This design comes from an exercise in tuning for small area on the open sky130 flow, not from production work. In this exercise RTL edits were held to simulation tests only and were not proved equivalent to the original. Power and IR drop assume default switching activity.

==> inputs of job 4419 <==
// mips_regfile
module mips_regfile #(
  parameter int WIDTH = 32,
  parameter int DEPTH = 32
) (
  input  logic             clk,
  input  logic             reset,
  input  logic             reg_write,
  input  logic [4:0]       write_reg,
  input  logic [WIDTH-1:0] write_data,
  input  logic [4:0]       read_reg1,
  input  logic [4:0]       read_reg2,
  output logic [WIDTH-1:0] read_data1,
  output logic [WIDTH-1:0] read_data2
);
Settings: LEC_CHECK=0, CAP_MARGIN=20, CORE_MARGIN=2, CORE_UTILIZATION=70, SLEW_MARGIN=20, SYNTH_HIERARCHICAL=1; clock period 10.0 ns.
standard.sh (not shown) runs the stock make flow with config.mk's settings and CLKGATE_MAP_FILE= SYNTH_SCRIPT=/design/flow/synth_recipe.tcl, a recipe that flattens the netlist after the stock synthesis.
==> flow/flow/run.sh <==
#!/bin/bash
set -euo pipefail
B=sky130_fd_sc_hd__clkbuf_16
bash standard.sh \
  "BUFFER_PORTS_ARGS=-buffer_cell sky130_fd_sc_hd__buf_1" \
  "CTS_ARGS=-sink_clustering_enable -repair_clock_nets -buf_list $B -sink_clustering_size 24 -sink_clustering_max_diameter 80 -dont_use_dummy_load" \
  finish > standard.log 2>&1
==> job 3440 (differences from job 4419) <==
==> flow/run.sh (new file) <==
#!/bin/bash
# synth_recipe.tcl (not shown) runs the flow's synth.tcl, then flattens the netlist and writes it again
# the make line also repeats each setting of config.mk as NAME=value (left out here)
make -C /OpenROAD-flow-scripts/flow DESIGN_CONFIG=/design/flow/config.mk WORK_HOME=/design/flow/orfs CLKGATE_MAP_FILE= SYNTH_SCRIPT=/design/flow/synth_recipe.tcl finish
--- a/flow/config.mk
+++ b/flow/config.mk
@@ -8,5 +8,5 @@
 export CAP_MARGIN = 20
 export CORE_MARGIN = 2
-export CORE_UTILIZATION = 70
+export CORE_UTILIZATION = 40
 export SLEW_MARGIN = 20
 export SYNTH_HIERARCHICAL = 1
removed: flow/flow/run.sh
removed: flow/standard.sh
==> job 5791 (differences from job 4419) <==
--- a/flow/config.mk
+++ b/flow/config.mk
@@ -8,5 +8,5 @@
 export CAP_MARGIN = 20
 export CORE_MARGIN = 2
-export CORE_UTILIZATION = 70
+export CORE_UTILIZATION = 45
 export SLEW_MARGIN = 20
 export SYNTH_HIERARCHICAL = 1
==> run summary <==
metric	job 4419	job 5791	job 3440
Outcome	no timing/DRC/antenna violations	no timing/DRC/antenna violations	no timing/DRC/antenna violations
Power share of the clock group	0.229	0.234	0.349
Final Instance Count excl. Fillers	4,444	4,799	5,146
Clock net power	2.21 mW	2.24 mW	4.05 mW
Path depth of the worst reg2reg path	4	3	4
Slowest cell on the critical path	sky130_fd_sc_hd__and3_1	sky130_fd_sc_hd__and3_2	sky130_fd_sc_hd__and3_2
Wire length after detailed routing	182,000 um	177,000 um	182,000 um
Full die area	60,400 um^2	93,300 um^2	105,000 um^2
Power drawn by the combinational cells	1.55 mW	1.49 mW	1.69 mW
Transition time at the pin with the least slew margin	1260 ps	1290 ps	1260 ps
Filler instances	4,150	8,455	9,676
Share of the clock period used by the worst path	0.808	0.805	0.847
Via count	41,912	38,376	39,183
Share of power burned in registers	0.611	0.610	0.505
Design Area, Final	41,600 um^2	42,000 um^2	45,200 um^2
Leak Pwr	15.5 nW	15.4 nW	16.9 nW
Normalized max-slew margin	0.161	0.141	0.160

---

==> raven: inputs <==
==> flow/design.v <==
module mips_regfile #(
  parameter int WIDTH = 32,
  parameter int DEPTH = 32
) (
  input  logic             clk,
  input  logic             reset,
  input  logic             reg_write,
  input  logic [4:0]       write_reg,
  input  logic [WIDTH-1:0] write_data,
  input  logic [4:0]       read_reg1,
  input  logic [4:0]       read_reg2,
  output logic [WIDTH-1:0] read_data1,
  output logic [WIDTH-1:0] read_data2
);
  logic [WIDTH-1:0] regs [DEPTH];
  logic wr_live;
  assign wr_live = reg_write && (write_reg != 5'd0) && !reset;
  always_ff @(posedge clk or posedge reset) begin
    if (reset) begin
      for (int i = 0; i < DEPTH; i++) begin
        regs[i] <= '0;
      end
    end else if (wr_live) begin
      regs[write_reg] <= write_data;
    end
  end
  always_comb begin
    read_data1 = '0;
    if (!reset && (read_reg1 != 5'd0)) begin
      read_data1 = regs[read_reg1];
    end
  end
  always_comb begin
    read_data2 = '0;
    if (!reset && (read_reg2 != 5'd0)) begin
      read_data2 = regs[read_reg2];
    end
  end
endmodule
==> flow/run.sh <==
#!/bin/bash
# synth_recipe.tcl (not shown) runs the flow's synth.tcl, then flattens the netlist and writes it again
# the make line also repeats each setting of config.mk as NAME=value (left out here)
make -C /OpenROAD-flow-scripts/flow DESIGN_CONFIG=/design/flow/config.mk WORK_HOME=/design/flow/orfs CLKGATE_MAP_FILE= SYNTH_SCRIPT=/design/flow/synth_recipe.tcl finish
==> flow/config.mk <==
export PLATFORM = sky130hd
export DESIGN_NAME = mips_regfile
export DESIGN_NICKNAME = mips_regfile
export VERILOG_FILES = /design/flow/design.v
export SDC_FILE = /design/flow/constraint.sdc
export NUM_CORES = 4
export LEC_CHECK = 0
export CAP_MARGIN = 20
export CORE_MARGIN = 2
export CORE_UTILIZATION = 40
export SLEW_MARGIN = 20
==> flow/constraint.sdc <==
create_clock -name core_clock -period 10.0 [get_ports {clk}]
set_input_delay 2.0000 -clock core_clock [delete_from_list [all_inputs] [get_ports {clk}]]
set_output_delay 2.0000 -clock core_clock [all_outputs]
set_load 0.01 [all_outputs]
==> violet (differences from raven) <==
==> flow/design.v, changed modules only <==
module mips_regfile #(
  parameter int WIDTH = 32,
  parameter int DEPTH = 32
) (
  input  logic             clk,
  input  logic             reset,
  input  logic             reg_write,
  input  logic [4:0]       write_reg,
  input  logic [WIDTH-1:0] write_data,
  input  logic [4:0]       read_reg1,
  input  logic [4:0]       read_reg2,
  output logic [WIDTH-1:0] read_data1,
  output logic [WIDTH-1:0] read_data2
);
  logic [DEPTH-1:1][WIDTH-1:0] regs;
  logic [DEPTH-1:1][WIDTH-1:0] regs_d;
  logic [DEPTH-1:1] valid;
  logic [DEPTH-1:1] we, we_n;
  logic             p;
  logic [WIDTH-1:0] wx;
  always_comb begin
    for (int i = 1; i < DEPTH; i++) begin
      we[i]   = reg_write && (write_reg == i[4:0]);
      we_n[i] = !we[i];
    end
  end
  always_ff @(posedge clk or posedge reset) begin
    if (reset) begin
      valid <= '0;
    end else begin
      valid <= valid | we;
    end
  end
  always_ff @(posedge clk or posedge reset) begin
    if (reset) begin
      p <= 1'b0;
    end else begin
      p <= !p;
    end
  end
  assign wx = write_data ^ {WIDTH{p}};
  for (genvar i = 1; i < DEPTH; i++) begin : g_row
    mips_regfile_hold #(.W(WIDTH)) u_hold (
      .en(we[i]), .en_n(we_n[i]), .x(wx), .q(regs[i]), .d(regs_d[i])
    );
  end
  always_ff @(posedge clk) begin
    for (int i = 1; i < DEPTH; i++) begin
      regs[i] <= regs_d[i];
    end
  end
  logic [DEPTH-1:1] sel1, sel2;
  always_comb begin
    for (int i = 1; i < DEPTH; i++) begin
      sel1[i] = (read_reg1 == i[4:0]) && valid[i];
      sel2[i] = (read_reg2 == i[4:0]) && valid[i];
    end
  end
  logic pp1, pp2;
  assign pp1 = p && (|sel1);
  assign pp2 = p && (|sel2);
  mips_regfile_rdport #(.W(WIDTH), .N(DEPTH-1)) u_rd1 (.sel(sel1), .pp(pp1), .regs(regs), .y(read_data1));
  mips_regfile_rdport #(.W(WIDTH), .N(DEPTH-1)) u_rd2 (.sel(sel2), .pp(pp2), .regs(regs), .y(read_data2));
endmodule
module mips_regfile_hold #(
  parameter int W = 32
) (
  input  logic         en,
  input  logic         en_n,
  input  logic [W-1:0] x,
  input  logic [W-1:0] q,
  output logic [W-1:0] d
);
  assign d = ~(({W{en_n}} | x) & ({W{en}} | q));
endmodule
module mips_regfile_aoi3 #(
  parameter int W = 32
) (
  input  logic         s0, s1, s2,
  input  logic [W-1:0] d0, d1, d2,
  output logic [W-1:0] y
);
  assign y = ~(({W{s0}} & d0) | ({W{s1}} & d1) | ({W{s2}} & d2));
endmodule
module mips_regfile_aoi1 #(
  parameter int W = 32
) (
  input  logic         s,
  input  logic [W-1:0] d,
  output logic [W-1:0] y
);
  assign y = ~({W{s}} & d);
endmodule
module mips_regfile_nand11 #(
  parameter int W = 32
) (
  input  logic [10:0][W-1:0] l,
  output logic [2:0][W-1:0]  h
);
  assign h[0] = ~(l[0] & l[1] & l[2] & l[3]);
  assign h[1] = ~(l[4] & l[5] & l[6] & l[7]);
  assign h[2] = ~(l[8] & l[9] & l[10]);
endmodule
module mips_regfile_nor3 #(
  parameter int W = 32
) (
  input  logic [2:0][W-1:0] h,
  output logic [W-1:0]      n
);
  assign n = h[0] | h[1] | h[2];
endmodule
module mips_regfile_xnor #(
  parameter int W = 32
) (
  input  logic [W-1:0] n,
  input  logic         pp,
  output logic [W-1:0] y
);
  assign y = n ^ {W{pp}};
endmodule
module mips_regfile_rdport #(
  parameter int W = 32,
  parameter int N = 31
) (
  input  logic [N:1]   sel,
  input  logic         pp,
  input  logic [N:1][W-1:0] regs,
  output logic [W-1:0]      y
);
  logic [10:0][W-1:0] l;
  for (genvar g = 0; g < 10; g++) begin : g_aoi
    mips_regfile_aoi3 #(.W(W)) u_aoi (
      .s0(sel[3*g+1]), .s1(sel[3*g+2]), .s2(sel[3*g+3]),
      .d0(regs[3*g+1]), .d1(regs[3*g+2]), .d2(regs[3*g+3]), .y(l[g])
    );
  end
  mips_regfile_aoi1 #(.W(W)) u_aoi_last (.s(sel[31]), .d(regs[31]), .y(l[10]));
  logic [2:0][W-1:0] h;
  logic [W-1:0]      n;
  mips_regfile_nand11 #(.W(W)) u_nand (.l(l), .h(h));
  mips_regfile_nor3   #(.W(W)) u_nor  (.h(h), .n(n));
  mips_regfile_xnor   #(.W(W)) u_xnor (.n(n), .pp(pp), .y(y));
endmodule
==> flow/flow/run.sh (new file) <==
#!/bin/bash
set -euo pipefail
B=sky130_fd_sc_hd__clkbuf_16
bash standard.sh \
  "BUFFER_PORTS_ARGS=-buffer_cell sky130_fd_sc_hd__buf_1" \
  "CTS_ARGS=-sink_clustering_enable -repair_clock_nets -buf_list $B -sink_clustering_size 24 -sink_clustering_max_diameter 80 -dont_use_dummy_load" \
  "RECOVER_POWER=100" \
  finish > standard.log 2>&1
==> flow/standard.sh (new file) <==
#!/bin/bash
# synth_recipe.tcl (not shown) runs the flow's synth.tcl, then flattens the netlist and writes it again
# the make line also repeats each setting of config.mk as NAME=value (left out here)
make -C /OpenROAD-flow-scripts/flow DESIGN_CONFIG=/design/flow/config.mk WORK_HOME=/design/flow/orfs CLKGATE_MAP_FILE= SYNTH_SCRIPT=/design/flow/synth_recipe.tcl "${@:-finish}"
--- a/flow/config.mk
+++ b/flow/config.mk
@@ -9,3 +9,4 @@
 export CORE_MARGIN = 2
-export CORE_UTILIZATION = 40
+export CORE_UTILIZATION = 45
 export SLEW_MARGIN = 20
+export SYNTH_HIERARCHICAL = 1
removed: flow/run.sh
==> yarrow (differences from raven) <==
==> flow/design.v, changed modules only <==
module mips_regfile #(
  parameter int WIDTH = 32,
  parameter int DEPTH = 32
) (
  input  logic             clk,
  input  logic             reset,
  input  logic             reg_write,
  input  logic [4:0]       write_reg,
  input  logic [WIDTH-1:0] write_data,
  input  logic [4:0]       read_reg1,
  input  logic [4:0]       read_reg2,
  output logic [WIDTH-1:0] read_data1,
  output logic [WIDTH-1:0] read_data2
);
  logic [DEPTH-1:1][WIDTH-1:0] regs;
  logic [DEPTH-1:1][WIDTH-1:0] regs_d;
  logic [DEPTH-1:1] valid;
  logic [DEPTH-1:1] we, we_n;
  always_comb begin
    for (int i = 1; i < DEPTH; i++) begin
      we[i]   = reg_write && (write_reg == i[4:0]);
      we_n[i] = !we[i];
    end
  end
  always_ff @(posedge clk or posedge reset) begin
    if (reset) begin
      valid <= '0;
    end else begin
      valid <= valid | we;
    end
  end
  for (genvar i = 1; i < DEPTH; i++) begin : g_row
    mips_regfile_hold #(.W(WIDTH)) u_hold (
      .en(we[i]), .en_n(we_n[i]), .wd(write_data), .q(regs[i]), .d(regs_d[i])
    );
  end
  always_ff @(posedge clk) begin
    for (int i = 1; i < DEPTH; i++) begin
      regs[i] <= regs_d[i];
    end
  end
  logic [DEPTH-1:1] sel1, sel2;
  always_comb begin
    for (int i = 1; i < DEPTH; i++) begin
      sel1[i] = (read_reg1 == i[4:0]) && valid[i];
      sel2[i] = (read_reg2 == i[4:0]) && valid[i];
    end
  end
  mips_regfile_rdport #(.W(WIDTH), .N(DEPTH-1)) u_rd1 (.sel(sel1), .regs(regs), .y(read_data1));
  mips_regfile_rdport #(.W(WIDTH), .N(DEPTH-1)) u_rd2 (.sel(sel2), .regs(regs), .y(read_data2));
endmodule
module mips_regfile_hold #(
  parameter int W = 32
) (
  input  logic         en,
  input  logic         en_n,
  input  logic [W-1:0] wd,
  input  logic [W-1:0] q,
  output logic [W-1:0] d
);
  assign d = ({W{en}} & wd) | ({W{en_n}} & q);
endmodule
module mips_regfile_aoi3 #(
  parameter int W = 32
) (
  input  logic         s0, s1, s2,
  input  logic [W-1:0] d0, d1, d2,
  output logic [W-1:0] y
);
  assign y = ~(({W{s0}} & d0) | ({W{s1}} & d1) | ({W{s2}} & d2));
endmodule
module mips_regfile_aoi1 #(
  parameter int W = 32
) (
  input  logic         s,
  input  logic [W-1:0] d,
  output logic [W-1:0] y
);
  assign y = ~({W{s}} & d);
endmodule
module mips_regfile_or11n #(
  parameter int W = 32
) (
  input  logic [10:0][W-1:0] l,
  output logic [W-1:0]       y
);
  assign y = ~(l[0] & l[1] & l[2] & l[3]) | ~(l[4] & l[5] & l[6] & l[7]) | ~(l[8] & l[9] & l[10]);
endmodule
module mips_regfile_rdport #(
  parameter int W = 32,
  parameter int N = 31
) (
  input  logic [N:1]   sel,
  input  logic [N:1][W-1:0] regs,
  output logic [W-1:0]      y
);
  logic [10:0][W-1:0] l;
  for (genvar g = 0; g < 10; g++) begin : g_aoi
    mips_regfile_aoi3 #(.W(W)) u_aoi (
      .s0(sel[3*g+1]), .s1(sel[3*g+2]), .s2(sel[3*g+3]),
      .d0(regs[3*g+1]), .d1(regs[3*g+2]), .d2(regs[3*g+3]), .y(l[g])
    );
  end
  mips_regfile_aoi1 #(.W(W)) u_aoi_last (.s(sel[31]), .d(regs[31]), .y(l[10]));
  mips_regfile_or11n #(.W(W)) u_or (.l(l), .y(y));
endmodule
--- a/flow/config.mk
+++ b/flow/config.mk
@@ -11 +11,2 @@
 export SLEW_MARGIN = 20
+export SYNTH_HIERARCHICAL = 1
==> run summary <==
* Result of the run: finished clean
* Setup slack of the worst register-to-register path at 9070 ps
* Part of the cycle the worst path needs at 0.918
* Transition time at the pin with the least slew margin at between 1000 and 1500 ps
* Cell-by-cell trace of the critical path: clkdlybuf4s50_1 -> nor2_1 -> and2_2 -> buf_4 -> a22oi_1 -> nand2_1 -> nor2_1 -> a31oi_1 -> clkdlybuf4s50_1
* Count of multi-input combinational gates at ~2.8k
* Fill count at 11.4k
* Clock Skew at 0 ps
* Worst min-delay path startpoint: regs[8][13]$_DFFE_PP0P_
* Post-Synthesis Mean Instance Area at ~12 sq um
-- figures above: raven

==> run summary <==
* Transition time at the pin with the least slew margin at around 1300 ps
* Fill count at between 9k and 10k
* Result of the run: finished clean
* Part of the cycle the worst path needs at 0.772
* Worst min-delay path startpoint: valid[22]$_DFF_PP0_
* Clock Skew at 0 ps
* Setup slack of the worst register-to-register path at ~9300 ps
* Post-Synthesis Mean Instance Area at between 10 and 15 sq um
* Cell-by-cell trace of the critical path: clkdlybuf4s50_1 -> nor3b_1 -> and3_2 -> a222oi_1 -> nand4_1 -> or3_1 -> clkdlybuf4s50_1
-- figures above: yarrow

==> run summary <==
* Category of cells accounting for the largest share of critical-path delay: simple AND/OR/NAND/NOR gates
* Transition time at the pin with the least slew margin at 3410 ps
* Fill count at 8536
* Setup slack of the worst register-to-register path at about 5000 ps
* Max Slew Vio Count at ~1.6k
* Result of the run: finished with violations
* Part of the cycle the worst path needs at 0.903
* Layout check failures: capacitance limit, slew limit
* Post-Synthesis Mean Instance Area at 11.0 sq um
* Worst min-delay path startpoint: regs[766]$_DFF_P_
* Total of max-cap violations at 52
* Cell-by-cell trace of the critical path: clkbuf_1 -> nor3b_1 -> and3_1 -> nor2_1 -> nand3_1 -> o41a_2 -> clkbuf_1 -> xor2_1 -> buf_1
* Count of multi-input combinational gates at 2274
* Most flops, register: regs
-- figures above: violet

-- what the ideal ports hide --
Ports are ideal in the flow. The routed layouts listed here were re-timed in OpenROAD. Step 1 sets driving cells, clkbuf_16 on the clock port and buf_2 on the other inputs (assumed; they add their load-dependent delay and slew). Step 2 moves the port delays by t, midway between the first and last clock arrival at a register: inputs arrive t later, outputs are due t later. That takes back most of the time a late clock gives input paths. a / b / c = ideal ports / drivers / drivers and shift; a / b = the first two.
run	shift t [ns]	setup slack, ns	hold slack, ns	worst setup path after step 2
job 4419	0.713	1.917 / 1.758 / 1.758	0.468 / 0.468 / 0.468	input to output
job 3440	0.757	1.532 / 1.498 / 1.498	0.461 / 0.461 / 0.461	input to output
job 5791	0.707	1.951 / 1.909 / 1.909	0.467 / 0.467 / 0.467	input to output
raven	0.799	0.822 / 0.743 / 0.743	0.535 / 0.535 / 0.535	input to output
violet	0.710	0.967 / 0.939 / 0.939	0.465 / 0.465 / 0.465	input to output
yarrow	0.780	2.278 / 2.249 / 2.249	0.485 / 0.485 / 0.485	input to output
For job 4419, which loses most, drivers alone change the setup slack by -0.159 ns; drivers and shift together by -0.159 ns.
